Background: an optimization exercise with open tools, aiming at small area. Do not read the settings as production practice. At most, simulation tests tie the RTL to the original design; equivalence was not proved. Power is estimated from default activity; no workload was simulated.

==> run H: inputs <==
## sdm_cic_decim
module sdm_cic_decim #(
    parameter int unsigned CH         = 4,
    parameter int unsigned ORDER      = 4,
    parameter int unsigned DECIM_LOG2 = 6,
    parameter int unsigned OUT_W      = 16
) (
    input  logic                  clk,
    input  logic                  rst,
    input  logic                  sync_clr,
    input  logic                  valid_in,
    input  logic [CH-1:0]         din,
    output logic                  dout_valid,
    input  logic                  dout_ready,
    output logic [CH*OUT_W-1:0]   dout,
    output logic                  overrun
);
    function automatic logic [15:0] w0f(input logic [5:0] r);
        case (r)
            6'd0: w0f = 16'd39711;
            6'd1: w0f = 16'd37820;
            6'd2: w0f = 16'd35990;
            6'd3: w0f = 16'd34220;
            6'd4: w0f = 16'd32509;
            6'd5: w0f = 16'd30856;
            6'd6: w0f = 16'd29260;
            6'd7: w0f = 16'd27720;
            6'd8: w0f = 16'd26235;
            6'd9: w0f = 16'd24804;
            6'd10: w0f = 16'd23426;
            6'd11: w0f = 16'd22100;
            6'd12: w0f = 16'd20825;
            6'd13: w0f = 16'd19600;
            6'd14: w0f = 16'd18424;
            6'd15: w0f = 16'd17296;
            6'd16: w0f = 16'd16215;
            6'd17: w0f = 16'd15180;
            6'd18: w0f = 16'd14190;
            6'd19: w0f = 16'd13244;
            6'd20: w0f = 16'd12341;
            6'd21: w0f = 16'd11480;
            6'd22: w0f = 16'd10660;
            6'd23: w0f = 16'd9880;
            6'd24: w0f = 16'd9139;
            6'd25: w0f = 16'd8436;
            6'd26: w0f = 16'd7770;
            6'd27: w0f = 16'd7140;
            6'd28: w0f = 16'd6545;
            6'd29: w0f = 16'd5984;
            6'd30: w0f = 16'd5456;
            6'd31: w0f = 16'd4960;
            6'd32: w0f = 16'd4495;
            6'd33: w0f = 16'd4060;
            6'd34: w0f = 16'd3654;
            6'd35: w0f = 16'd3276;
            6'd36: w0f = 16'd2925;
            6'd37: w0f = 16'd2600;
            6'd38: w0f = 16'd2300;
            6'd39: w0f = 16'd2024;
            6'd40: w0f = 16'd1771;
  ...
==> flow/config.mk <==
export PLATFORM = sky130hd
export DESIGN_NAME = sdm_cic_decim
export DESIGN_NICKNAME = sdm_cic_decim
export VERILOG_FILES = /design/flow/design.v
export SDC_FILE = /design/flow/constraint.sdc
export NUM_CORES = 4
export LEC_CHECK = 0
export CAP_MARGIN = 20
export CORE_MARGIN = 2
export CORE_UTILIZATION = 40
export SLEW_MARGIN = 20
==> flow/constraint.sdc <==
create_clock -name core_clock -period 10.0 [get_ports {clk}]
set_input_delay 2.0000 -clock core_clock [delete_from_list [all_inputs] [get_ports {clk}]]
set_output_delay 2.0000 -clock core_clock [all_outputs]
set_load 0.01 [all_outputs]
run.sh (not shown) runs the stock make flow with config.mk's settings and CLKGATE_MAP_FILE= SYNTH_SCRIPT=/design/flow/synth_recipe.tcl, a recipe that flattens the netlist after the stock synthesis.
==> run R (differences from run H) <==
--- a/flow/design.v
+++ b/flow/design.v
@@ -286,85 +286,75 @@
             6'd60: w3f = 16'd39711;
             6'd61: w3f = 16'd41664;
             6'd62: w3f = 16'd43680;
             6'd63: w3f = 16'd45760;
             default: w3f = '0;
         endcase
     endfunction
-    logic          r_vq;
-    logic [CH-1:0] r_dq;
-    logic [5:0]    r_rc;     
-    logic [2:0]    r_warm;
-    logic [2:0]    r_lat;    
-    logic          r_res;
-    logic [CH-1:0] r_fl;     
-    logic w_cap, w_pre, w_shf;
-    assign w_cap = r_vq && (r_rc == 6'd0);
-    assign w_pre = w_cap || (r_lat != 3'd0 && r_lat != 3'd4);
-    assign w_shf = (r_lat == 3'd4);
-    always_ff @(posedge clk or posedge rst) begin
-        if (rst) r_vq <= 1'b0;
-        else     r_vq <= valid_in && !sync_clr;
-    end
-    always_ff @(posedge clk) begin
-        r_dq <= din;
-        if (w_cap) r_res <= (r_warm == 3'd4);
-        if (r_vq && r_rc == 6'd32) r_fl <= r_dq;
-    end
+    function automatic logic [23:0] add24(input logic [23:0] a, input logic [23:0] b);
+        logic c;
+        c = 1'b0;
+        for (int i = 0; i < 24; i++) begin
+            add24[i] = a[i] ^ b[i] ^ c;
+            c = (a[i] & b[i]) | (a[i] & c) | (b[i] & c);
+        end
+    endfunction
+    localparam int unsigned LAT = 5;
+    logic [LAT-1:0] r_vd;             
+    logic [CH-1:0]  r_dd [LAT];       
+    logic [5:0]     r_rc;             
+    logic [2:0]     r_warm;
+    logic [CH-1:0]  r_fl;             
+    logic          w_cap;
+    logic [CH-1:0] w_b;
+    assign w_cap = r_vd[LAT-1] && (r_rc == 6'd0);
+    assign w_b   = r_vd[LAT-1] ? r_dd[LAT-1] : '0;
     always_ff @(posedge clk or posedge rst) begin
         if (rst) begin
+            r_vd       <= '0;
             r_rc       <= 6'd1;
             r_warm     <= '0;
-            r_lat      <= '0;
             dout_valid <= 1'b0;
             overrun    <= 1'b0;
         end else if (sync_clr) begin
+            r_vd       <= '0;
             r_rc       <= 6'd1;
             r_warm     <= '0;
-            r_lat      <= '0;
             dout_valid <= 1'b0;
             overrun    <= 1'b0;
         end else begin
-            if (r_vq) r_rc <= r_rc + 1'b1;
-            if (w_cap) begin
-                r_lat <= 3'd1;
-                if (r_warm != 3'd4) r_warm <= r_warm + 1'b1;
-            end else if (w_shf) begin
-                r_lat <= 3'd0;
-            end else if (r_lat != 3'd0) begin
-                r_lat <= r_lat + 1'b1;
-            end
-            if (w_shf && r_res) begin
+            r_vd <= {r_vd[LAT-2:0], valid_in};
+            if (r_vd[LAT-1]) r_rc <= r_rc + 1'b1;
+            if (w_cap && r_warm != 3'd4) r_warm <= r_warm + 1'b1;
+            if (w_cap && r_warm == 3'd4) begin
                 dout_valid <= 1'b1;
                 if (dout_valid && !dout_ready) overrun <= 1'b1;
             end else if (dout_ready) begin
                 dout_valid <= 1'b0;
             end
         end
     end
+    always_ff @(posedge clk) begin
+        r_dd[0] <= din;
+        for (int i = 1; i < LAT; i++) r_dd[i] <= r_dd[i-1];
+        if (r_vd[LAT-1] && r_rc == 6'd32) r_fl <= r_dd[LAT-1];
+    end
     logic [15:0] w0, w3;
     logic [17:0] w1, w2;
-    logic [17:0] v1, v2, v3;
     assign w0 = w0f(r_rc);
     assign w1 = w1f(r_rc);
     assign w2 = w2f(r_rc);
     assign w3 = w3f(r_rc);
-    assign v1 = w_pre ? 18'(w0) : w1;
-    assign v2 = w_pre ? w1 : w2;
-    assign v3 = w_pre ? w2 : 18'(w3);
     for (genvar c = 0; c < CH; c++) begin : g_ch
         logic [23:0] s0, s1, s2;
         logic [19:0] s3;
-        logic [5:0]  p;
-        logic        b, sat;
-        assign b   = r_vq && r_dq[c];
+        logic        sat;
         assign sat = r_fl[c] && (s0[23:8] == 16'd0);
         always_ff @(posedge clk) begin
-            s0 <= (w_shf ? s1 : s0) + ((b && !w_pre) ? 24'(w0) : 24'd0);
-            s1 <= (w_shf ? s2 : s1) + (b ? 24'(v1) : 24'd0);
-            s2 <= (w_shf ? 24'(s3) : s2) + (b ? 24'(v2) : 24'd0);
-            s3 <= (w_shf ? 20'(p) : s3) + (b ? 20'(v3) : 20'd0);
-            p  <= w_pre ? p + (b ? 6'(w3[4:0]) : 6'd0) : 6'd0;
-            if (w_shf) dout[c*OUT_W +: OUT_W] <= {!s0[23] && !sat, s0[22:8] | {15{sat}}};
+            s0 <= add24(w_cap ? s1 : s0, w_b[c] ? 24'(w0) : 24'd0);
+            s1 <= add24(w_cap ? s2 : s1, w_b[c] ? 24'(w1) : 24'd0);
+            s2 <= add24(w_cap ? 24'(s3) : s2, w_b[c] ? 24'(w2) : 24'd0);
+            s3 <= 20'(add24(w_cap ? 24'd0 : 24'(s3), w_b[c] ? 24'(w3) : 24'd0));
+            if (w_cap) dout[c*OUT_W +: OUT_W] <= {!s0[23] && !sat, s0[22:8] | {15{sat}}};
         end
     end
 endmodule
Settings changed: ABC_AREA set to 1, CAP_MARGIN 20 to 0, CTS_BUF_LIST set to sky130_fd_sc_hd__clkbuf_4 sky130_fd_sc_hd__clkbuf_8, SLEW_MARGIN 20 to 0.
==> comparison table <==
metric                                                             run H                   run R
Result of the run                                         finished clean          finished clean
Final core area utilization                                       0.4473                  0.4761
Via count                                                         32.91k                  20.97k
Reg-to-reg endpoint                               g_ch[0].s2[22]$_DFF_P_  g_ch[3].s1[23]$_DFF_P_
Fmax achieved                                                 0.1441 GHz              0.1030 GHz
Synth Area in Compound Gates                                      0.1817                 0.06243
HPWL reported at the end of detailed placement                 83,460 um               63,300 um
Die Footprint                                                 91,400 um2              66,740 um2
Xor and xnor fraction of the mapped netlist area                 0.08217                0.005416
Termination of the worst setup path               g_ch[0].s2[22]$_DFF_P_  g_ch[3].s1[23]$_DFF_P_
Static leakage                                                  18.07 nW                14.49 nW
Max stage delay cell, worst path                                nand2b_2                 dfstp_2
Power Combinational                                            0.00416 W               0.00106 W
Req. time, crit path                                            10.53 ns                10.55 ns
GP Congestion                                                      1.059                  0.9320

========
==> inputs of build 5 <==
Another version of the RTL of sdm_cic_decim (not shown whole).
Settings: LEC_CHECK=0, ABC_AREA=1, CAP_MARGIN=10, CORE_MARGIN=2, CORE_UTILIZATION=55, CTS_CLUSTER_DIAMETER=100, CTS_CLUSTER_SIZE=30, SLEW_MARGIN=10; clock period 10.0 ns.
standard.sh (not shown) runs the stock make flow with config.mk's settings and CLKGATE_MAP_FILE= SYNTH_SCRIPT=/design/flow/synth_recipe.tcl, a recipe that flattens the netlist after the stock synthesis.
==> flow/flow/run.sh <==
#!/bin/bash
# Layout flow: the standard flow (standard.sh), run in three parts so that
#  - floorplan skips its wire-load-model timing repair (REMOVE_ABC_BUFFERS=1);
#    the placement, CTS and global-route repairs still close timing on the
#    placed design, without the floorplan's pessimistic upsizing;
#  - the port buffers are the platform's smallest buffer, buf_1.
# Synthesis is the standard one, unchanged. Each part logs to its own file here.
set -euo pipefail
bash standard.sh synth > synth.log 2>&1
REMOVE_ABC_BUFFERS=1 bash standard.sh floorplan > floorplan.log 2>&1
BUFFER_PORTS_ARGS="-buffer_cell sky130_fd_sc_hd__buf_1" bash standard.sh finish > finish.log 2>&1
==> inputs of trial 19, as changes to build 5 <==
CORE_UTILIZATION = 65   (was 55)
CTS_BUF_LIST = sky130_fd_sc_hd__clkbuf_8   (was not set)
CTS_CLUSTER_DIAMETER = 60   (was 100)
CTS_CLUSTER_SIZE = 16   (was 30)
==> inputs of build 30, as changes to build 5 <==
CTS_CLUSTER_SIZE = 25   (was 30)
==> summary of the runs <==
Between build 5 and trial 19, the lower critical path depth is in build 5 (gap 1).
The lowest sequential share of layout area belongs to build 30, the highest to trial 19.
Clock skew: trial 19 > build 5 > build 30.
In first-iteration DRC count, build 30 and build 5 hardly differ.
Non-clock buffer count: trial 19 is lower than build 30 (19).

========
==> inputs of job 755 <==
Another version of the RTL of sdm_cic_decim (not shown whole).
Settings: LEC_CHECK=0, CAP_MARGIN=20, CORE_MARGIN=2, CORE_UTILIZATION=40, SLEW_MARGIN=20; clock period 10.0 ns.
run.sh (not shown) runs the stock make flow with config.mk's settings and CLKGATE_MAP_FILE= SYNTH_SCRIPT=/design/flow/synth_recipe.tcl, a recipe that flattens the netlist after the stock synthesis.
Stock flow here: none of the scripts above is used.
==> inputs of job 9273, as changes to job 755 <==
--- a/flow/design.v
+++ b/flow/design.v
@@ -290,89 +290,71 @@
             default: w3f = '0;
         endcase
     endfunction
     function automatic logic [23:0] add24(input logic [23:0] a, input logic [23:0] b);
         logic c;
         c = 1'b0;
         for (int i = 0; i < 24; i++) begin
             add24[i] = a[i] ^ b[i] ^ c;
-            c = (a[i] & b[i]) | (c & (a[i] ^ b[i]));
+            c = (a[i] & b[i]) | (a[i] & c) | (b[i] & c);
         end
     endfunction
-    logic          r_vq;
-    logic [CH-1:0] r_dq;
-    logic [5:0]    r_rc;     
-    logic [2:0]    r_warm;
-    logic [2:0]    r_lat;    
-    logic          r_res;
-    logic [CH-1:0] r_fl;     
-    logic w_cap, w_pre, w_shf;
-    assign w_cap = r_vq && (r_rc == 6'd0);
-    assign w_pre = w_cap || (r_lat != 3'd0 && r_lat != 3'd4);
-    assign w_shf = (r_lat == 3'd4);
-    always_ff @(posedge clk or posedge rst) begin
-        if (rst) r_vq <= 1'b0;
-        else     r_vq <= valid_in && !sync_clr;
-    end
-    always_ff @(posedge clk) begin
-        r_dq <= din;
-        if (w_cap) r_res <= (r_warm == 3'd4);
-        if (r_vq && r_rc == 6'd32) r_fl <= r_dq;
-    end
+    localparam int unsigned LAT = 5;
+    logic [LAT-1:0] r_vd;             
+    logic [CH-1:0]  r_dd [LAT];       
+    logic [5:0]     r_rc;             
+    logic [2:0]     r_warm;
+    logic [CH-1:0]  r_fl;             
+    logic          w_cap;
+    logic [CH-1:0] w_b;
+    assign w_cap = r_vd[LAT-1] && (r_rc == 6'd0);
+    assign w_b   = r_vd[LAT-1] ? r_dd[LAT-1] : '0;
     always_ff @(posedge clk or posedge rst) begin
         if (rst) begin
+            r_vd       <= '0;
             r_rc       <= 6'd1;
             r_warm     <= '0;
-            r_lat      <= '0;
             dout_valid <= 1'b0;
             overrun    <= 1'b0;
         end else if (sync_clr) begin
+            r_vd       <= '0;
             r_rc       <= 6'd1;
             r_warm     <= '0;
-            r_lat      <= '0;
             dout_valid <= 1'b0;
             overrun    <= 1'b0;
         end else begin
-            if (r_vq) r_rc <= r_rc + 1'b1;
-            if (w_cap) begin
-                r_lat <= 3'd1;
-                if (r_warm != 3'd4) r_warm <= r_warm + 1'b1;
-            end else if (w_shf) begin
-                r_lat <= 3'd0;
-            end else if (r_lat != 3'd0) begin
-                r_lat <= r_lat + 1'b1;
-            end
-            if (w_shf && r_res) begin
+            r_vd <= {r_vd[LAT-2:0], valid_in};
+            if (r_vd[LAT-1]) r_rc <= r_rc + 1'b1;
+            if (w_cap && r_warm != 3'd4) r_warm <= r_warm + 1'b1;
+            if (w_cap && r_warm == 3'd4) begin
                 dout_valid <= 1'b1;
                 if (dout_valid && !dout_ready) overrun <= 1'b1;
             end else if (dout_ready) begin
                 dout_valid <= 1'b0;
             end
         end
     end
+    always_ff @(posedge clk) begin
+        r_dd[0] <= din;
+        for (int i = 1; i < LAT; i++) r_dd[i] <= r_dd[i-1];
+        if (r_vd[LAT-1] && r_rc == 6'd32) r_fl <= r_dd[LAT-1];
+    end
     logic [15:0] w0, w3;
     logic [17:0] w1, w2;
-    logic [17:0] v1, v2, v3;
     assign w0 = w0f(r_rc);
     assign w1 = w1f(r_rc);
     assign w2 = w2f(r_rc);
     assign w3 = w3f(r_rc);
-    assign v1 = w_pre ? 18'(w0) : w1;
-    assign v2 = w_pre ? w1 : w2;
-    assign v3 = w_pre ? w2 : 18'(w3);
     for (genvar c = 0; c < CH; c++) begin : g_ch
         logic [23:0] s0, s1, s2;
         logic [19:0] s3;
-        logic [5:0]  p;
-        logic        b, sat;
-        assign b   = r_vq && r_dq[c];
+        logic        sat;
         assign sat = r_fl[c] && (s0[23:8] == 16'd0);
         always_ff @(posedge clk) begin
-            s0 <= add24(w_shf ? s1 : s0, (b && !w_pre) ? 24'(w0) : 24'd0);
-            s1 <= add24(w_shf ? s2 : s1, b ? 24'(v1) : 24'd0);
-            s2 <= add24(w_shf ? 24'(s3) : s2, b ? 24'(v2) : 24'd0);
-            s3 <= 20'(add24(24'(w_shf ? 20'(p) : s3), b ? 24'(v3) : 24'd0));
-            p  <= w_pre ? p + (b ? 6'(w3[4:0]) : 6'd0) : 6'd0;
-            if (w_shf) dout[c*OUT_W +: OUT_W] <= {!s0[23] && !sat, s0[22:8] | {15{sat}}};
+            s0 <= add24(w_cap ? s1 : s0, w_b[c] ? 24'(w0) : 24'd0);
+            s1 <= add24(w_cap ? s2 : s1, w_b[c] ? 24'(w1) : 24'd0);
+            s2 <= add24(w_cap ? 24'(s3) : s2, w_b[c] ? 24'(w2) : 24'd0);
+            s3 <= 20'(add24(w_cap ? 24'd0 : 24'(s3), w_b[c] ? 24'(w3) : 24'd0));
+            if (w_cap) dout[c*OUT_W +: OUT_W] <= {!s0[23] && !sat, s0[22:8] | {15{sat}}};
         end
     end
 endmodule
==> flow/config.mk (replaced) <==
export PLATFORM = sky130hd
export DESIGN_NAME = sdm_cic_decim
export DESIGN_NICKNAME = sdm_cic_decim
export VERILOG_FILES = /design/flow/design.v
export SDC_FILE = /design/flow/constraint.sdc
export NUM_CORES = 4
export LEC_CHECK = 0
export ABC_AREA = 1
export CAP_MARGIN = 0
export CORE_MARGIN = 2
export CORE_UTILIZATION = 65
export CTS_CLUSTER_DIAMETER = 100
export CTS_CLUSTER_SIZE = 30
export PLACE_DENSITY = 0.75
export SLEW_MARGIN = 0
==> inputs of job 7750, as changes to job 755 <==
--- a/flow/design.v
+++ b/flow/design.v
@@ -290,89 +290,71 @@
             default: w3f = '0;
         endcase
     endfunction
     function automatic logic [23:0] add24(input logic [23:0] a, input logic [23:0] b);
         logic c;
         c = 1'b0;
         for (int i = 0; i < 24; i++) begin
             add24[i] = a[i] ^ b[i] ^ c;
-            c = (a[i] & b[i]) | (c & (a[i] ^ b[i]));
+            c = (a[i] & b[i]) | (a[i] & c) | (b[i] & c);
         end
     endfunction
-    logic          r_vq;
-    logic [CH-1:0] r_dq;
-    logic [5:0]    r_rc;     
-    logic [2:0]    r_warm;
-    logic [2:0]    r_lat;    
-    logic          r_res;
-    logic [CH-1:0] r_fl;     
-    logic w_cap, w_pre, w_shf;
-    assign w_cap = r_vq && (r_rc == 6'd0);
-    assign w_pre = w_cap || (r_lat != 3'd0 && r_lat != 3'd4);
-    assign w_shf = (r_lat == 3'd4);
-    always_ff @(posedge clk or posedge rst) begin
-        if (rst) r_vq <= 1'b0;
-        else     r_vq <= valid_in && !sync_clr;
-    end
-    always_ff @(posedge clk) begin
-        r_dq <= din;
-        if (w_cap) r_res <= (r_warm == 3'd4);
-        if (r_vq && r_rc == 6'd32) r_fl <= r_dq;
-    end
+    localparam int unsigned LAT = 5;
+    logic [LAT-1:0] r_vd;             
+    logic [CH-1:0]  r_dd [LAT];       
+    logic [5:0]     r_rc;             
+    logic [2:0]     r_warm;
+    logic [CH-1:0]  r_fl;             
+    logic          w_cap;
+    logic [CH-1:0] w_b;
+    assign w_cap = r_vd[LAT-1] && (r_rc == 6'd0);
+    assign w_b   = r_vd[LAT-1] ? r_dd[LAT-1] : '0;
     always_ff @(posedge clk or posedge rst) begin
         if (rst) begin
+            r_vd       <= '0;
             r_rc       <= 6'd1;
             r_warm     <= '0;
-            r_lat      <= '0;
             dout_valid <= 1'b0;
             overrun    <= 1'b0;
         end else if (sync_clr) begin
+            r_vd       <= '0;
             r_rc       <= 6'd1;
             r_warm     <= '0;
-            r_lat      <= '0;
             dout_valid <= 1'b0;
             overrun    <= 1'b0;
         end else begin
-            if (r_vq) r_rc <= r_rc + 1'b1;
-            if (w_cap) begin
-                r_lat <= 3'd1;
-                if (r_warm != 3'd4) r_warm <= r_warm + 1'b1;
-            end else if (w_shf) begin
-                r_lat <= 3'd0;
-            end else if (r_lat != 3'd0) begin
-                r_lat <= r_lat + 1'b1;
-            end
-            if (w_shf && r_res) begin
+            r_vd <= {r_vd[LAT-2:0], valid_in};
+            if (r_vd[LAT-1]) r_rc <= r_rc + 1'b1;
+            if (w_cap && r_warm != 3'd4) r_warm <= r_warm + 1'b1;
+            if (w_cap && r_warm == 3'd4) begin
                 dout_valid <= 1'b1;
                 if (dout_valid && !dout_ready) overrun <= 1'b1;
             end else if (dout_ready) begin
                 dout_valid <= 1'b0;
             end
         end
     end
+    always_ff @(posedge clk) begin
+        r_dd[0] <= din;
+        for (int i = 1; i < LAT; i++) r_dd[i] <= r_dd[i-1];
+        if (r_vd[LAT-1] && r_rc == 6'd32) r_fl <= r_dd[LAT-1];
+    end
     logic [15:0] w0, w3;
     logic [17:0] w1, w2;
-    logic [17:0] v1, v2, v3;
     assign w0 = w0f(r_rc);
     assign w1 = w1f(r_rc);
     assign w2 = w2f(r_rc);
     assign w3 = w3f(r_rc);
-    assign v1 = w_pre ? 18'(w0) : w1;
-    assign v2 = w_pre ? w1 : w2;
-    assign v3 = w_pre ? w2 : 18'(w3);
     for (genvar c = 0; c < CH; c++) begin : g_ch
         logic [23:0] s0, s1, s2;
         logic [19:0] s3;
-        logic [5:0]  p;
-        logic        b, sat;
-        assign b   = r_vq && r_dq[c];
+        logic        sat;
         assign sat = r_fl[c] && (s0[23:8] == 16'd0);
         always_ff @(posedge clk) begin
-            s0 <= add24(w_shf ? s1 : s0, (b && !w_pre) ? 24'(w0) : 24'd0);
-            s1 <= add24(w_shf ? s2 : s1, b ? 24'(v1) : 24'd0);
-            s2 <= add24(w_shf ? 24'(s3) : s2, b ? 24'(v2) : 24'd0);
-            s3 <= 20'(add24(24'(w_shf ? 20'(p) : s3), b ? 24'(v3) : 24'd0));
-            p  <= w_pre ? p + (b ? 6'(w3[4:0]) : 6'd0) : 6'd0;
-            if (w_shf) dout[c*OUT_W +: OUT_W] <= {!s0[23] && !sat, s0[22:8] | {15{sat}}};
+            s0 <= add24(w_cap ? s1 : s0, w_b[c] ? 24'(w0) : 24'd0);
+            s1 <= add24(w_cap ? s2 : s1, w_b[c] ? 24'(w1) : 24'd0);
+            s2 <= add24(w_cap ? 24'(s3) : s2, w_b[c] ? 24'(w2) : 24'd0);
+            s3 <= 20'(add24(w_cap ? 24'd0 : 24'(s3), w_b[c] ? 24'(w3) : 24'd0));
+            if (w_cap) dout[c*OUT_W +: OUT_W] <= {!s0[23] && !sat, s0[22:8] | {15{sat}}};
         end
     end
 endmodule
==> flow/config.mk (replaced) <==
export PLATFORM = sky130hd
export DESIGN_NAME = sdm_cic_decim
export DESIGN_NICKNAME = sdm_cic_decim
export VERILOG_FILES = /design/flow/design.v
export SDC_FILE = /design/flow/constraint.sdc
export NUM_CORES = 4
export LEC_CHECK = 0
export ABC_AREA = 1
export CAP_MARGIN = 0
export CORE_MARGIN = 2
export CORE_UTILIZATION = 40
export CTS_CLUSTER_DIAMETER = 100
export CTS_CLUSTER_SIZE = 30
export SLEW_MARGIN = 0
==> comparison <==
Non-clock buffer count: job 755 > job 7750 > job 9273. Global-route usage: job 9273 > job 7750 > job 755. Clock skew: job 755 < job 9273 < job 7750. Between job 9273 and job 755, the lower synthesized area is in job 9273 (gap about 13%, measured against job 755). Sequential share of layout area: job 755 < job 7750 < job 9273. Combinational power: job 755 is larger than job 7750 (about 140%). Utilization: job 7750 < job 755 < job 9273. In job 7750 the via count is smaller than in job 9273, by about 7%. Routed wire length: job 755 > job 9273 > job 7750. Between job 9273 and job 7750, the lower power is in job 7750 (gap about 2.3%, measured against job 7750). Worst setup slack: job 9273 < job 7750 < job 755.
==> figures <==
End point of the critical path: job 7750 g_ch[3].s1[23]$_DFF_P_; job 9273 g_ch[2].s2[23]$_DFF_P_; job 755 g_ch[3].s1[22]$_DFF_P_
Final non-clock buffer share: job 7750 0.0670; job 9273 0.0599; job 755 0.0611
Largest net degree at the start of global routing: job 7750 226; job 9273 236; job 755 124
Seq_cells: job 7750 472; job 9273 472; job 755 480
Skew final: job 7750 64.9 ps; job 9273 44.2 ps; job 755 21.7 ps
Final non-filler cell total: job 7750 3966; job 9273 3620; job 755 4213
Path depth of the worst reg2reg path: job 7750 34; job 9273 32; job 755 32
Slew @ Worst Pin: job 7750 1180 ps; job 9273 1150 ps; job 755 1200 ps
Clock net power: job 7750 1.06 mW; job 9273 1.03 mW; job 755 1.93 mW
Top Layer Used: job 7750 met4; job 9273 met5; job 755 met4
Proportion of synthesized flip-flops having asynchronous set or reset: job 7750 0.0339; job 9273 0.0339; job 755 0.0313
Routed length per placed instance: job 7750 21.1 um; job 9273 23.9 um; job 755 22.4 um
Status: job 7750 no timing/DRC/antenna violations; job 9273 no timing/DRC/antenna violations; job 755 no timing/DRC/antenna violations
Utilization of the core after routing: job 7750 0.457; job 9273 0.727; job 755 0.464
Fraction of the mapped netlist area in compound gates: job 7750 0.0624; job 9273 0.0624; job 755 0.0880
Number of ordinary inverters in the final layout: job 7750 259; job 9273 260; job 755 281
Hold Slack: job 7750 338 ps; job 9273 334 ps; job 755 471 ps
Clock buffers created by TritonCTS: job 7750 21; job 9273 20; job 755 50
Clock-pin slew on the worst setup and hold paths: job 7750 120 ps; job 9273 110 ps; job 755 60 ps
Number of global-route vias before repair: job 7750 20900; job 9273 22700; job 755 22700
Cell occurring most often along the worst timing path: job 7750 fa_2; job 9273 fa_2; job 755 fa_1
Synthesized netlist cell count: job 7750 3004; job 9273 3004; job 755 3120
Fraction of area in multi-input gates: job 7750 0.493; job 9273 0.505; job 755 0.516
Only the layout flow was run in job 755; the RTL was not checked for function there.

## static timing again, ports no longer ideal
How much do the figures lean on ideal ports? The routed layouts below were timed once more, with nothing changed but the port constraints. Step 1, drivers: a clkbuf_16 drives clk and a buf_2 each remaining input, both assumed. Step 2 also shifts input and output timing later by t, the mid clock arrival at the registers, as if the neighbouring blocks saw the same clock. Three values: ideal, step 1, step 2; two values: the first two.
run	shift t [ns]	setup slack, ns	clock arrival spread, ns
run H	0.700	3.058 / 3.058 / 3.058	0.055 / 0.056
run R	0.716	0.293 / 0.293 / 0.293	0.033 / 0.032
build 5	0.617	0.300 / 0.300 / 0.300	0.039 / 0.039
trial 19	0.690	0.287 / 0.287 / 0.287	0.042 / 0.043
build 30	0.653	0.318 / 0.318 / 0.318	0.032 / 0.031
job 755	0.645	0.330 / 0.330 / 0.330	0.023 / 0.023
job 9273	0.609	0.143 / 0.143 / 0.143	0.045 / 0.045
job 7750	0.623	0.264 / 0.264 / 0.264	0.065 / 0.064
After both steps setup and hold are still met in every run listed.
